This is an optimization exercise on Yosys and OpenROAD, whose aim is a short achievable clock period and few clock cycles per item, not a production implementation. In this exercise RTL edits were held to simulation tests only and were not proved equivalent to the original. No activity file was given, so power comes from the tool's default toggle rates.

===== design/flow/run.sh =====
#!/bin/bash
# synth_recipe.tcl (not shown) runs the flow's synth.tcl, then flattens the netlist and writes it again
# the make line also repeats each setting of config.mk as NAME=value (left out here)
make -C /OpenROAD-flow-scripts/flow DESIGN_CONFIG=/design/flow/config.mk WORK_HOME=/design/flow/orfs CLKGATE_MAP_FILE= SYNTH_SCRIPT=/design/flow/synth_recipe.tcl finish

===== design/flow/design.v =====
package scsr_pkg;
  typedef enum logic [1:0] {
    CMD_LOAD = 2'd0,
    CMD_REL  = 2'd1,
    CMD_ABS  = 2'd2,
    CMD_TICK = 2'd3
  } cmd_t;
  typedef enum logic [1:0] {
    PH_STOP  = 2'd0,
    PH_ACCEL = 2'd1,
    PH_RUN   = 2'd2,
    PH_DECEL = 2'd3
  } phase_t;
endpackage
module s_curve_stepper_ramp_core #(
  parameter int RAMP_STEPS = 64
) (
  input  logic                   clk,
  input  logic                   rst_n,
  input  logic                   in_valid,
  output logic                   in_ready,
  input  logic [1:0]             in_command,
  input  logic [7:0]             in_table_index,
  input  logic [15:0]            in_table_value,
  input  logic signed [31:0]     in_steps,
  input  logic [15:0]            in_single_step_reload,
  output logic                   out_valid,
  input  logic                   out_ready,
  output logic [15:0]            out_reload,
  output logic [14:0]            out_compare,
  output logic                   out_direction,
  output logic                   out_timer_on,
  output logic                   out_moving,
  output logic [1:0]             out_phase,
  output logic signed [31:0]     out_position
);
  localparam logic [1:0] C_LOAD = 2'd0, C_REL = 2'd1, C_ABS = 2'd2, C_TICK = 2'd3;
  localparam logic [1:0] P_STOP = 2'd0, P_ACCEL = 2'd1, P_RUN = 2'd2, P_DECEL = 2'd3;
  localparam int IF_D = 4;    
  localparam int OF_D = 8;    
  localparam int CAP  = OF_D + 1;
  localparam logic [3:0] IF_LIM = IF_D - 1;
  localparam logic [4:0] CR_LIM = CAP;
  logic        in_ready_r;
  logic        v0;
  logic [1:0]  c0;
  logic [7:0]  i0;
  logic [15:0] tv0;
  logic [31:0] s0;
  logic [15:0] ssr0;
  assign in_ready = in_ready_r;
  always_ff @(posedge clk) begin
    v0   <= rst_n & in_valid & in_ready_r;
    c0   <= in_command;
    i0   <= in_table_index;
    tv0  <= in_table_value;
    s0   <= in_steps;
    ssr0 <= in_single_step_reload;
  end
  logic [31:0] pa0;
  logic [15:0] pb0;
  assign pa0 = (c0 == C_LOAD) ? {25'd0, (i0[7:6] == 2'b00), i0[5:0]} : s0;
  assign pb0 = (c0 == C_LOAD) ? tv0 : ssr0;
  logic [1:0]  if_c [IF_D];
  logic [31:0] if_a [IF_D];
  logic [15:0] if_b [IF_D];
  logic [1:0]  if_wp, if_rp;
  logic [2:0]  if_cnt, if_cnt_nxt;
  logic        if_pop;
  logic        xv;
  logic [1:0]  xc;
  logic [31:0] xa;
  logic [15:0] xb;
  logic        x_move;
  logic        cons;
  logic        ok_r;
  logic        mv_a;    
  assign x_move = (xc == C_REL) || (xc == C_ABS);
  assign cons   = xv && ok_r && (!x_move || mv_a);
  assign if_pop = (if_cnt != 3'd0) && (!xv || cons);
  assign if_cnt_nxt = if_cnt + {2'd0, v0} - {2'd0, if_pop};
  always_ff @(posedge clk) begin
    if (v0) begin
      if_c[if_wp] <= c0;
      if_a[if_wp] <= pa0;
      if_b[if_wp] <= pb0;
    end
    if (if_pop) begin
      xc <= if_c[if_rp];
      xa <= if_a[if_rp];
      xb <= if_b[if_rp];
    end
  end
  always_ff @(posedge clk) begin
    if (!rst_n) begin
      if_wp      <= '0;
      if_rp      <= '0;
      if_cnt     <= '0;
      xv         <= 1'b0;
      in_ready_r <= 1'b1;
    end else begin
      if (v0) if_wp <= if_wp + 2'd1;
      if (if_pop) if_rp <= if_rp + 2'd1;
      if_cnt <= if_cnt_nxt;
      if (if_pop) xv <= 1'b1;
      else if (cons) xv <= 1'b0;
      in_ready_r <= (({1'b0, if_cnt_nxt} + {3'd0, in_ready_r}) <= IF_LIM);
    end
  end
  logic [1:0]  ph;
  logic        dir, mov, ton;
  logic [31:0] pos;
  logic [31:0] rem;
  logic [5:0]  n, np1, lm1;
  logic        sml;
  logic [31:0] trav_r, ntrav_r;
  logic [31:0] pbase;
  assign pbase = (xc == C_REL) ? 32'd0 : pos;
  always_ff @(posedge clk) begin
    trav_r  <= xa - pbase;
    ntrav_r <= pbase - xa;
  end
  always_ff @(posedge clk) begin
    if (!rst_n) mv_a <= 1'b0;
    else        mv_a <= xv && x_move && !cons;
  end
  logic        sgn;
  logic [31:0] mag;
  logic        m0, m1, msmall;
  logic [6:0]  mh;
  assign sgn    = trav_r[31];
  assign mag    = sgn ? ntrav_r : trav_r;
  assign m0     = (trav_r == 32'd0);
  assign m1     = (trav_r == 32'd1) || (ntrav_r == 32'd1);
  assign msmall = (mag[31:8] == 24'd0) && !(mag[7] && (mag[6:0] != 7'd0));
  assign mh     = mag[7:1] - 7'd1;
  logic        tk, stepping;
  logic        hit_acc, r_is65, r_is1, r_ge65;
  logic [5:0]  rm1;
  logic [31:0] pos_st;
  assign tk       = (xc == C_TICK);
  assign stepping = cons && tk && (ph != P_STOP);
  assign hit_acc  = (n == lm1);
  assign r_is65   = (rem == 32'd65);
  assign r_is1    = (rem == 32'd1);
  assign r_ge65   = (rem[31:7] != 25'd0) || (rem[6] && (rem[5:0] != 6'd0));
  assign rm1      = rem[5:0] - 6'd1;
  assign pos_st   = dir ? pos - 32'd1 : pos + 32'd1;
  logic       rd_c, single_c;
  logic [5:0] ridx_c;
  logic [1:0] ph_c;
  always_comb begin
    rd_c     = 1'b0;
    single_c = 1'b0;
    ridx_c   = 6'd0;
    ph_c     = ph;
    if (x_move) begin
      if (m0) begin
        ph_c = P_STOP;
      end else if (m1) begin
        ph_c     = P_DECEL;
        single_c = 1'b1;
      end else begin
        ph_c = P_ACCEL;
        rd_c = 1'b1;
      end
    end else if (tk) begin
      case (ph)
        P_ACCEL: begin
          rd_c = 1'b1;
          if (hit_acc) begin
            ridx_c = n;
            ph_c   = sml ? P_DECEL : P_RUN;
          end else begin
            ridx_c = np1;
          end
        end
        P_RUN: begin
          if (r_is65) begin
            rd_c   = 1'b1;
            ridx_c = 6'd63;
            ph_c   = P_DECEL;
          end
        end
        P_DECEL: begin
          if (!r_is1) begin
            rd_c   = 1'b1;
            ridx_c = r_ge65 ? 6'd63 : rm1;
          end else begin
            ph_c = P_STOP;
          end
        end
        default: ;
      endcase
    end
  end
  always_ff @(posedge clk) begin
    if (!rst_n) begin
      ph    <= P_STOP;
      dir   <= 1'b0;
      mov   <= 1'b0;
      ton   <= 1'b0;
      pos   <= 32'd0;
      rem   <= 32'd0;
      n     <= 6'd0;
      np1   <= 6'd1;
      lm1   <= 6'd0;
      sml <= 1'b0;
    end else begin
      if (cons) ph <= ph_c;
      if (stepping) begin
        pos <= pos_st;
        rem <= rem - 32'd1;
        n   <= np1;
        np1 <= np1 + 6'd1;
      end
      if (cons && tk && ph == P_STOP) begin
        ton <= 1'b0;
        mov <= 1'b0;
      end
      if (cons && x_move) begin
        dir   <= sgn;
        ton   <= 1'b1;
        if (!m0) mov <= 1'b1;
        rem   <= mag;
        n     <= 6'd0;
        np1   <= 6'd1;
        sml <= msmall;
        lm1   <= msmall ? mh[5:0] : 6'd63;
      end
    end
  end
  logic        dv, d_rd, d_single, d_wr;
  logic [5:0]  d_ridx, d_widx;
  logic [15:0] d_b;
  always_ff @(posedge clk) begin
    if (!rst_n) dv <= 1'b0;
    else        dv <= cons;
    d_rd     <= rd_c;
    d_single <= single_c;
    d_ridx   <= ridx_c;
    d_wr     <= (xc == C_LOAD) && xa[6];
    d_widx   <= xa[5:0];
    d_b      <= xb;
  end
  logic        t1v, t1_rd, t1_single;
  logic [63:0] t1_rsel, t1_wsel;
  logic [15:0] t1_b;
  logic [1:0]  t1_ph;
  logic        t1_dir, t1_mov, t1_ton;
  logic [31:0] t1_pos;
  always_ff @(posedge clk) begin
    if (!rst_n) t1v <= 1'b0;
    else        t1v <= dv;
    t1_rd     <= d_rd;
    t1_single <= d_single;
    t1_b      <= d_b;
    for (int i = 0; i < 64; i++) begin
      t1_rsel[i] <= (d_ridx == i[5:0]);
      t1_wsel[i] <= dv && d_wr && (d_widx == i[5:0]);
    end
    t1_ph  <= ph;
    t1_dir <= dir;
    t1_mov <= mov;
    t1_ton <= ton;
    t1_pos <= pos;
  end
  logic [63:0][15:0] tbl;
  logic [15:0]       rdq;
  always_ff @(posedge clk) begin
    for (int i = 0; i < 64; i++) begin
      if (t1_wsel[i]) tbl[i] <= t1_b;
    end
  end
  always_comb begin
    rdq = 16'd0;
    for (int i = 0; i < 64; i++) begin
      rdq = rdq | (tbl[i] & {16{t1_rsel[i]}});
    end
  end
  logic        t2v;
  logic [15:0] reload_r;
  logic [1:0]  t2_ph;
  logic        t2_dir, t2_mov, t2_ton;
  logic [31:0] t2_pos;
  always_ff @(posedge clk) begin
    if (!rst_n) begin
      t2v      <= 1'b0;
      reload_r <= 16'd0;
    end else begin
      t2v <= t1v;
      if (t1v && t1_rd) reload_r <= rdq;
      else if (t1v && t1_single) reload_r <= t1_b;
    end
    t2_ph  <= t1_ph;
    t2_dir <= t1_dir;
    t2_mov <= t1_mov;
    t2_ton <= t1_ton;
    t2_pos <= t1_pos;
  end
  localparam int RW = 53;
  logic [RW-1:0] of_d [OF_D];
  logic [2:0]    of_wp, of_rp;
  logic [3:0]    of_cnt;
  logic          of_pop;
  logic          ov;
  logic [RW-1:0] o_r;
  logic          taken_d;
  logic [3:0]    cr, cr_nxt;
  assign of_pop = (of_cnt != 4'd0) && (!ov || out_ready);
  assign cr_nxt = cr + {3'd0, cons} - {3'd0, taken_d};
  always_ff @(posedge clk) begin
    if (t2v) of_d[of_wp] <= {reload_r, t2_dir, t2_ton, t2_mov, t2_ph, t2_pos};
    if (of_pop) o_r <= of_d[of_rp];
  end
  always_ff @(posedge clk) begin
    if (!rst_n) begin
      of_wp   <= '0;
      of_rp   <= '0;
      of_cnt  <= '0;
      ov      <= 1'b0;
      taken_d <= 1'b0;
      cr      <= '0;
      ok_r    <= 1'b1;
    end else begin
      if (t2v) of_wp <= of_wp + 3'd1;
      if (of_pop) of_rp <= of_rp + 3'd1;
      of_cnt  <= of_cnt + {3'd0, t2v} - {3'd0, of_pop};
      ov      <= (of_cnt != 4'd0) || (ov && !out_ready);
      taken_d <= ov && out_ready;
      cr      <= cr_nxt;
      ok_r    <= (({1'b0, cr_nxt} + 5'd1) <= CR_LIM);
    end
  end
  assign out_valid     = ov;
  assign out_reload    = o_r[52:37];
  assign out_compare   = o_r[52:38];
  assign out_direction = o_r[36];
  assign out_timer_on  = o_r[35];
  assign out_moving    = o_r[34];
  assign out_phase     = o_r[33:32];
  assign out_position  = o_r[31:0];
endmodule

===== design/flow/constraint.sdc =====
create_clock -name core_clock -period 10.0 [get_ports {clk}]
set_input_delay 2.0000 -clock core_clock [delete_from_list [all_inputs] [get_ports {clk}]]
set_output_delay 2.0000 -clock core_clock [all_outputs]
set_load 0.01 [all_outputs]

===== design/flow/config.mk =====
export PLATFORM = sky130hd
export DESIGN_NAME = s_curve_stepper_ramp_core
export DESIGN_NICKNAME = s_curve_stepper_ramp_core
export VERILOG_FILES = /design/flow/design.v
export SDC_FILE = /design/flow/constraint.sdc
export NUM_CORES = 4
export LEC_CHECK = 0
export CAP_MARGIN = 20
export CORE_MARGIN = 2
export CORE_UTILIZATION = 35
export SLEW_MARGIN = 20
export SYNTH_MEMORY_MAX_BITS = 8192

==> results of run 1 <==
[through the flow]
step / area (um2) / util (%) / total power [uW] / worst slack, ps / hold WS (ps)
final: 96600 / 40.6 / 25300 / 5630 / 323
after global routing: 96500 / 40.6 / 26200 / 5330 / 328
after CTS: 96500 / 40.6 / 25400 / 5540 / 322
after detailed placement: 89100 / 37.4 / 17000 / 5550 / 312
after global placement: 89100 / 37.4 / 16900 / 5730 / 310
after floorplan: 83700 / - / 15200 / 3590 / 310
[worst paths after layout]
| kind | from | to | slack (ps) | cells past startpoint |
|---|---|---|---|---|
| setup / recovery | xc[0]$_DFFE_PP_ | rem[31]$_SDFFE_PN0P_ | 5630 | 11 |
| hold / removal | d_b[10]$_DFF_P_ | t1_b[10]$_DFF_P_ | 320 | 0 |
| setup reg to reg | xc[0]$_DFFE_PP_ | rem[31]$_SDFFE_PN0P_ | 5630 | 11 |
| hold reg to reg | d_b[10]$_DFF_P_ | t1_b[10]$_DFF_P_ | 320 | 0 |
[critical path, delay by kind of cell, from the launching register on]
family	cells	cell delay (ps)
simple gates	5	2440
fa+ha+maj	1	450
compound gates	2	470
buf+inv	3	540
flops	1	410
[cell usage in the layout (no fill, tap or decap), drive strengths merged, types with 64 or more instances in the layout]
| cell | n |
|---|---|
| dfxtp | 523 |
| mux2 | 89 |
| a21oi | 200 |
| clkbuf | 305 |
| nand4 | 116 |
| nand2 | 170 |
| clkdlybuf4s50 | 146 |
| a221oi | 198 |
| nor2 | 291 |
| ha | 126 |
| a22o | 193 |
| inv | 128 |
| xnor2 | 73 |
| o21ai | 96 |
| a21o | 64 |
| edfxtp | 1751 |
| mux4 | 156 |
| clkinv | 74 |
| buf | 113 |
| a22oi | 100 |
[area by class of cell]
cell class	instances	area, um2	share of cell area [%]
sequential	2274	63200	65.4
tap	3167	3960	4.10
antenna	5	12.5	0.0130
clock buffer	305	6280	6.50
clock inverter	106	1190	1.23
inverter	119	449	0.465
multi-input combinational	2375	19200	19.8
timing repair buffer	259	2310	2.39
[registers in the layout, indices dropped and copies added, names as in the netlist, 53 cells and up]
| name | count |
|---|---|
| if_a | 128 |
| if_b | 64 |
| o_r | 53 |
| of_d | 424 |
| t1_rsel | 64 |
| t1_wsel | 64 |
| tbl | 1024 |
[routing by layer]
metal	vias up	share of wire [%]	global-route usage (%)
met4	6	4.6	7.94
li1	20300	-	-
met3	604	12	5.50
met2	3047	43	29.6
met1	24800	40	27.7
met5	-	0.017	0
[kinds of logic after synthesis]
kind of cell               count (synthesis)
muxes                                    276
adders and majority gates                132
buffers and inverters                    403
and+or+nand+nor                          847
AOI/OAI and AO/OA                       1006
xor gates and xnor gates                 114
DFF                                     2274
[synth_stat cells (all sizes together) (30+ instances only)]
library cell	n
ha	126
buf	54
nor3	33
a21oi	200
xor2	41
nand3	35
mux2	89
nor2b	51
clkbuf	230
o21ai	96
a22oi	100
a22o	193
a21o	64
mux2i	31
nand2	170
nor2	291
nand2b	49
a221oi	198
dfxtp	523
nor4	30
inv	119
mux4	156
edfxtp	1751
xnor2	73
nand4	116
[power by group]
group | leakage (uW) | internal [uW] | switching [uW]
registers | 0.0203 | 11600 | 557
logic | 0.00823 | 1760 | 2900
clock network | 0.00365 | 4860 | 3610
total | 0.0322 | 18200 | 7070
==> impl_results.rst, run 1 <==
.. list-table::
   :header-rows: 1

   * - Metric
     - Value
   * - Initial Utilization
     - 35.2%
   * - Total congestion overflow after global routing
     - 0
   * - Sequential-to-total area share from yosys stat
     - 75.3%
   * - Type of the worst setup path
     - reg2reg
   * - Run status
     - complete, no violations
   * - Fin crit share
     - 43.7%
   * - Clock tree skew after final layout
     - 63.3 ps
   * - Post-synthesis adder-cell area fraction
     - 2.03%
   * - Die area
     - 243,000 um2
   * - Number of sinks handled by clock tree synthesis
     - 2,274
   * - Count of cell types in the netlist
     - 79
   * - Leakage power of the design
     - 0.0322 uW
   * - FFs w/ async S/R, synth
     - 0%
   * - Post-Layout Cell Count
     - 8,610
   * - Wire length of the first global-routing pass
     - 347,000 um
   * - Synth area leader
     - sky130_fd_sc_hd__edfxtp_1
   * - DR DRC count
     - 0
   * - Antenna violations before repair
     - 16
   * - Clock buffers created by TritonCTS
     - 221
   * - Clock transition at path regs
     - 60 ps
   * - Power Dens Cells
     - 262 nW/um2
   * - Count of endpoints failing setup in the final report
     - 0
   * - Number of resized instances in the post-cts repair step
     - 0
   * - Count of final hold-check violations
     - 0
   * - Die X
     - 493 um
   * - Cell type with the highest occurrence count on the critical path
     - sky130_fd_sc_hd__inv_1
   * - Routed Antenna Nets
     - 0
   * - Cell types with the largest area share after synthesis
     - sky130_fd_sc_hd__edfxtp_1, sky130_fd_sc_hd__dfxtp_1, sky130_fd_sc_hd__mux4_2, sky130_fd_sc_hd__a221oi_1, sky130_fd_sc_hd__a22o_1
   * - Kind of capture point of the worst setup path
     - register
   * - Hold buffer count at cts
     - 0
   * - Combined global-route utilization of all metal layers
     - 19.9%
   * - Fill cell count
     - 21.2k
   * - Die span in y
     - 493 um
   * - CTS Root Buffer Type
     - sky130_fd_sc_hd__clkbuf_16
   * - HPWL after DPL
     - 145,000 um
   * - Number of buffers between clock root and the deepest sink
     - 3
   * - Maximum number of pins on one net before global-route repair
     - 66
   * - Max_slew headroom
     - 18.6%
   * - Mux contribution to synthesized area
     - 5.77%
   * - DR pass1 iterations
     - 17
   * - Max Clock Freq
     - 229 MHz
   * - Routed length per instance
     - 29.0 um
   * - Required @ worst endpoint
     - 10,780 ps
   * - Synthesized area per cell
     - 16.6 um2
   * - Synthesized Nets
     - 5,262
   * - Area growth from synthesis to layout
     - 15.4%
   * - Xor/xnor cell area share of the yosys netlist
     - 1.19%
   * - Complex-gate fraction of the synthesized area
     - 8.85%
   * - Unrepaired setup endpoints after global routing
     - false
   * - DR vias/cell
     - 5.66
   * - Clock latency (worst-skew pair)
     - 860 ps
   * - Max_cap viols
     - 0
   * - Ratio of cells with drive above 1 in the final layout
     - 15.3%
   * - Number of synthesized register bits
     - 2,274
   * - Critical path's largest stage delay
     - 950 ps
   * - Boundary Pins
     - 148
   * - Combinational family with the most area after synthesis
     - compound AO/OA/AOI/OAI gates
   * - # Post-CTS Setup Buffers
     - 0
   * - Detailed Route Iter0 Violations
     - 7,362
   * - Type of the tightest min-delay check
     - reg2reg
   * - Worst Path Max Fanout
     - 48
   * - Core Footprint
     - 238,000 um2
   * - Yosys warning total
     - 1
   * - Max Transition Viols Final
     - 0
   * - Cells along the critical path
     - inv_1 -> ha_1 -> inv_1 -> o211ai_1 -> inv_1 -> nand2_1 -> or2_2 -> nor2_1 -> nand2_1 -> or4_1 -> a31oi_1
   * - Via count
     - 48.7k
   * - Mapped Cells
     - 5,052
   * - Maximum resistive drop on vdd
     - 0.000186 V
   * - Number of port buffers
     - 147
   * - Instance count after placement with tap cells included
     - 8,194
   * - Master of the slowest instance on the critical path
     - sky130_fd_sc_hd__nor2_1
   * - Routability congestion estimate from global placement
     - 0.900
   * - Sort of element at the start of the critical path
     - register
   * - Slew @ Worst Pin
     - 1220 ps
   * - Count of H-tree levels built during CTS
     - 4
   * - Number of global-route vias before repair
     - 46.2k
   * - Post-synth EDFFs
     - 1,751
   * - Ys flop type
     - sky130_fd_sc_hd__edfxtp_1
   * - Setup tns final
     - 0 ps
   * - FP Rows
     - 179
   * - Tmin final
     - 4370 ps
   * - TritonCTS clock tree
     - done
   * - Mapped cell area
     - 83,700 um2
   * - Worst endpoint data arrival time
     - 5150 ps
   * - Final layout net count
     - 5,460
   * - Synthesized-area fraction occupied by and/or/nand/nor cells
     - 4.92%
   * - Share of the synthesized area in the top cell type
     - 62.8%
   * - Routed Wire Length
     - 250,000 um
Testbench counts, summed over its fixed seeds: cycles 44,437, items 44,261.
==> run 2: changes to the inputs <==
==> design/flow/flow/run.sh (new file) <==
#!/bin/bash
# Standard synthesis and layout, with timing repair aimed well below the
# clock period (the SDC is the standard flow's, unchanged).
set -euo pipefail
MARGIN=${MARGIN:-6.5}
bash standard.sh synth > synth.log 2>&1
bash standard.sh SETUP_SLACK_MARGIN=$MARGIN finish > layout.log 2>&1
==> design/flow/standard.sh (new file) <==
#!/bin/bash
# synth_recipe.tcl (not shown) runs the flow's synth.tcl, then flattens the netlist and writes it again
# the make line also repeats each setting of config.mk as NAME=value (left out here)
make -C /OpenROAD-flow-scripts/flow DESIGN_CONFIG=/design/flow/config.mk WORK_HOME=/design/flow/orfs CLKGATE_MAP_FILE= SYNTH_SCRIPT=/design/flow/synth_recipe.tcl "${@:-finish}"
--- a/design/flow/config.mk
+++ b/design/flow/config.mk
@@ -7,2 +7,3 @@
 export LEC_CHECK = 0
+export ABC_CLOCK_PERIOD_IN_PS = 3000
 export CAP_MARGIN = 20
removed: design/flow/run.sh
==> run 2 against run 1 <==
  * Non-clock buffer count is 29 higher
  * Sequential cell count is the same
  * Worst hold slack got worse by 33 ps
  * Cell count rose by 0.44%
  * Critical path type unchanged
  * Largest power group unchanged
  * Combinational power up 3%
  * Synthesized cell count stayed put
  * Power barely moved
  * Die area unchanged
  * Via count about the same
  * Critical path depth decreased by 2
==> impl_results.rst, run 2 <==
.. list-table::
   :header-rows: 1

   * - Metric
     - Value
   * - FP Rows
     - 179 (unchanged)
   * - DR DRC count
     - 0 (unchanged)
   * - Post-synth EDFFs
     - 1,751 (unchanged)
   * - Maximum resistive drop on vdd
     - 0.000177 V (-5.1%)
   * - DR pass1 iterations
     - 17 (unchanged)
   * - Number of cells traversed by the worst register-to-register path
     - 9 (-2)
   * - Clock buffers created by TritonCTS
     - 219 (-0.90%)
   * - Register-to-register setup slack
     - 6510 ps (+880 ps)
   * - Sequential-to-total area share from yosys stat
     - 75.3% (unchanged)
   * - Mapped Cells
     - 5,052 (unchanged)
   * - Top cells by instance count after synthesis
     - sky130_fd_sc_hd__edfxtp_1, sky130_fd_sc_hd__dfxtp_1, sky130_fd_sc_hd__nor2_1
   * - Detailed Route Iter0 Violations
     - 7,159 (-2.8%)
   * - Die area
     - 243,000 um2 (unchanged)
   * - Cell with the most instances after synthesis
     - sky130_fd_sc_hd__edfxtp_1
   * - Max Clock Freq
     - 287 MHz (+25%)
   * - Master of the slowest instance on the critical path
     - sky130_fd_sc_hd__a221oi_1
   * - Total congestion overflow after global routing
     - 0 (unchanged)
   * - Via count
     - 48.7k (+0.086%)
   * - Run status
     - complete, no violations
   * - Max_cap viols
     - 0 (unchanged)
   * - Area growth from synthesis to layout
     - 15.6%
   * - Post-synthesis adder-cell area fraction
     - 2.03% (unchanged)
   * - Biggest registers after layout
     - tbl x1024, of_d x424, if_a x128
   * - Clock latency (worst-skew pair)
     - 890 ps (+30 ps)
   * - Origin of the worst setup path
     - t1_rsel[61]$_DFF_P_
   * - Sort of element at the start of the critical path
     - register
   * - Maximum number of pins on one net before global-route repair
     - 74 (+12%)
   * - Cells along the critical path
     - buf_4 -> a22o_1 -> a221oi_1 -> nand4_1 -> or4_1 -> o22ai_1 -> nor2_1 -> a21oi_1 -> nor2_1
   * - Setup tns final
     - 0 ps (unchanged)
   * - Mapped cell area
     - 83,700 um2 (unchanged)
   * - Power Dens Cells
     - 262 nW/um2 (-0.22%)
   * - Synthesized-area fraction occupied by and/or/nand/nor cells
     - 4.92% (unchanged)
   * - Count of H-tree levels built during CTS
     - 4 (unchanged)
   * - Number of buffers between clock root and the deepest sink
     - 3 (unchanged)
   * - Routed Antenna Nets
     - 0 (unchanged)
   * - Xor/xnor cell area share of the yosys netlist
     - 1.19% (unchanged)
   * - Synthesized Nets
     - 5,262 (unchanged)
   * - Required @ worst endpoint
     - 10,760 ps (-20 ps)
   * - TritonCTS clock tree
     - done
   * - Boundary Pins
     - 148 (unchanged)
   * - Count of cell types in the netlist
     - 79 (unchanged)
   * - Combined flip-flop and latch cell area
     - 63,200 um2 (about the same)
   * - Die X
     - 493 um (unchanged)
   * - Mux contribution to synthesized area
     - 5.77% (unchanged)
   * - Combined global-route utilization of all metal layers
     - 20.2% (+0.26 points)
   * - Complex-gate fraction of the synthesized area
     - 8.85% (unchanged)
   * - Leakage power of the design
     - 0.0323 uW (+0.38%)
   * - Cell type with the highest occurrence count on the critical path
     - sky130_fd_sc_hd__nor2_1
   * - Commonest non-fill, non-tap cells in the layout
     - sky130_fd_sc_hd__edfxtp_1, sky130_fd_sc_hd__dfxtp_1, sky130_fd_sc_hd__nor2_1, sky130_fd_sc_hd__clkbuf_16, sky130_fd_sc_hd__a221oi_1
   * - Unrepaired setup endpoints after global routing
     - true
   * - Count of endpoints failing setup in the final report
     - 0 (unchanged)
   * - Yosys warning total
     - 1 (unchanged)
   * - Worst slack after detailed placement
     - 5160 ps (-394 ps)
   * - Slew @ Worst Pin
     - 1250 ps (+32.6 ps)
   * - Fin crit share
     - 34.9% (-8.8 points)
   * - Type of the tightest min-delay check
     - reg2reg
   * - Fill cell count
     - 21.3k (+0.25%)
   * - Routed length per instance
     - 29.3 um (+1.0%)
   * - Ys flop type
     - sky130_fd_sc_hd__edfxtp_1
   * - Final layout net count
     - 5,487 (+0.49%)
   * - Clock transition at path regs
     - 70 ps (about the same)
   * - Max Transition Viols Final
     - 0 (unchanged)
   * - Register with the most flip-flops
     - tbl
   * - Tmin final
     - 3490 ps (-883 ps)
   * - Antenna violations before repair
     - 13 (-3)
   * - Reg2Reg Capture Point
     - reload_r[9]$_SDFFE_PN0P_
   * - FFs w/ async S/R, synth
     - 0% (unchanged)
   * - Die span in y
     - 493 um (unchanged)
   * - Most common library cell in the layout ignoring fill and taps
     - sky130_fd_sc_hd__edfxtp_1
   * - Number of global-route vias before repair
     - 46.3k (+0.31%)
   * - Number of sinks handled by clock tree synthesis
     - 2,274 (unchanged)
   * - Ratio of cells with drive above 1 in the final layout
     - 18.2% (+2.9 points)
   * - Critical path's largest stage delay
     - 760 ps (-190 ps)
   * - Routed Wire Length
     - 253,000 um (+1.5%)
   * - End of the critical path
     - reload_r[9]$_SDFFE_PN0P_
   * - Type of the worst setup path
     - reg2reg
   * - Core Footprint
     - 238,000 um2 (unchanged)
   * - Max_slew headroom
     - 16.6% (-2.1 points)
   * - Max FFs per register
     - 1,024 (unchanged)
   * - Synthesized area per cell
     - 16.6 um2 (unchanged)
   * - Initial Utilization
     - 35.2% (unchanged)
   * - DR vias/cell
     - 5.64 (-0.35%)
   * - Routability congestion estimate from global placement
     - 0.906 (+0.77%)
   * - Number of synthesized register bits
     - 2,274 (unchanged)
   * - CTS Root Buffer Type
     - sky130_fd_sc_hd__clkbuf_16
   * - Combinational family with the most area after synthesis
     - compound AO/OA/AOI/OAI gates
   * - Synth area leader
     - sky130_fd_sc_hd__edfxtp_1
   * - Worst Path Max Fanout
     - 16 (-67%)
   * - HPWL after DPL
     - 144,000 um (-0.37%)
   * - Worst endpoint data arrival time
     - 4250 ps (-900 ps)
   * - Number of port buffers
     - 147 (unchanged)
   * - Wire length of the first global-routing pass
     - 350,000 um (+1.0%)
   * - Share of the synthesized area in the top cell type
     - 62.8% (unchanged)
   * - Reg-to-Reg Start
     - t1_rsel[61]$_DFF_P_
   * - Area taken by multi-input logic gates
     - 19,400 um2 (+1.5%)
   * - Kind of capture point of the worst setup path
     - register
   * - Cell types with the largest area share after synthesis
     - sky130_fd_sc_hd__edfxtp_1, sky130_fd_sc_hd__dfxtp_1, sky130_fd_sc_hd__mux4_2, sky130_fd_sc_hd__a221oi_1, sky130_fd_sc_hd__a22o_1
   * - Clock tree skew after final layout
     - 50.4 ps (-12.9 ps)
   * - Count of final hold-check violations
     - 0 (unchanged)
   * - Final setup slack of the worst path
     - 6510 ps (+883 ps)
[run 2: changes by cell type in the layout (fill, tap and decap cells not counted), sizes merged, moves of 8 or more]
cell / delta
clkinvlp: +8
clkdlybuf4s50: -70
clkbuf: -9
clkinv: +9
buf: +97
[run 2: logic make-up after synthesis]
logic type               count (synthesis)
flip-flops                            2274
AO/OA/AOI/OAI                         1006
AND/OR/NAND/NOR                        847
buffers and inverters                  403
multiplexers                           276
adder cells (fa/ha/maj)                132
XOR/XNOR                               114
[run 2: per-layer routing]
layer  part of all wire (%)  vias up  GRT usage (%)  wire [um]
li1                       -    20300              -          -
met1                     39    24600           27.5      99700
met2                     43     3139           30.1     110000
met3                     12      639           5.86      31500
met4                    4.9        4           8.65      12500
met5                  0.013        -              0         33
[run 2: worst max-delay path, delay by kind of cell, from the launching register on]
family	cells	cell delay, ps
AOI/OAI and AO/OA	4	1750
and+or+nand+nor	4	980
DFF	1	320
buffers and inverters	1	290
[run 2: how the worst min path moves through the flow]
| stage | endpoint | cells after the start | startpoint |
|---|---|---|---|
| final | t1_b[1]$_DFF_P_ | 0 | d_b[1]$_DFF_P_ |
| after global routing | t1_b[9]$_DFF_P_ | 0 | d_b[9]$_DFF_P_ |
| after CTS | t1_b[9]$_DFF_P_ | 0 | d_b[9]$_DFF_P_ |
| after detailed placement | t1_b[1]$_DFF_P_ | 0 | d_b[1]$_DFF_P_ |
| after global placement | t1_b[11]$_DFF_P_ | 0 | d_b[11]$_DFF_P_ |
| after floorplan | t1_b[0]$_DFF_P_ | 0 | d_b[0]$_DFF_P_ |
[run 2: layout make-up]
cell class,count,share of cell area (%)
Multi-Input combinational cell,2375,20.1
Sequential cell,2274,65.3
Tap cell,3167,4.10
Timing Repair Buffer,288,2.33
Clock inverter,123,1.25
Antenna cell,6,0.0155
Inverter,119,0.481
Clock buffer,296,6.38
[run 2: power by group]
group	internal, uW	switching [uW]	leakage (uW)
registers	11600	515	0.0203
clock network	4720	3660	0.00360
logic	1760	3030	0.00840
[run 2: repair_timing]
item | 4_1_cts | 5_1_grt
setup endpoints to repair | 181 | 48
setup buffers | 10 | 16
endpoints found under the hold margin | 0 | 0
gates resized for setup | 314 | 50
hold buffers | 0 | 0
cloned | 1 | 0
pin swaps | 2 | 12
[run 2: metrics by stage]
step	cells	total power [uW]	instance area, um2	utilization [%]	hold slack (ps)
detailed placement	8196	17000	89100	37.5	312
global route	8645	26200	96700	40.7	297
finish	8648	25300	96700	40.7	290
floorplan	5052	15200	83800	-	310
CTS	8626	25300	96400	40.5	293
global placement	8196	16900	89100	37.5	310

==> re-timing with driven ports <==
How much do the figures lean on ideal ports? The routed layouts below were timed once more, with nothing changed but the port constraints.
Step 1, drivers: a clkbuf_16 drives clk and a buf_2 each remaining input, both assumed.
Step 2, shift: input delay + t, output delay - t, t = (earliest + latest rising clock arrival at the registers) / 2. This alone moves slack from input paths to output paths.
a / b / c = ideal ports / drivers / drivers and shift; a / b = the first two.
| run | shift t [ns] | setup slack, ns | hold WS [ns] | pins driven straight from the clock port |
|---|---|---|---|---|
| run 1 | 0.921 | 5.628 / 5.628 / 5.628 | 0.323 / 0.323 / 0.323 | 1 |
| run 2 | 0.957 | 6.512 / 6.430 / 5.771 | 0.290 / 0.290 / 0.290 | 1 |
After both steps setup and hold are still met in every run listed. The setup slack of run 2, which loses most, moves by -0.082 ns with the drivers and by -0.741 ns with both steps.
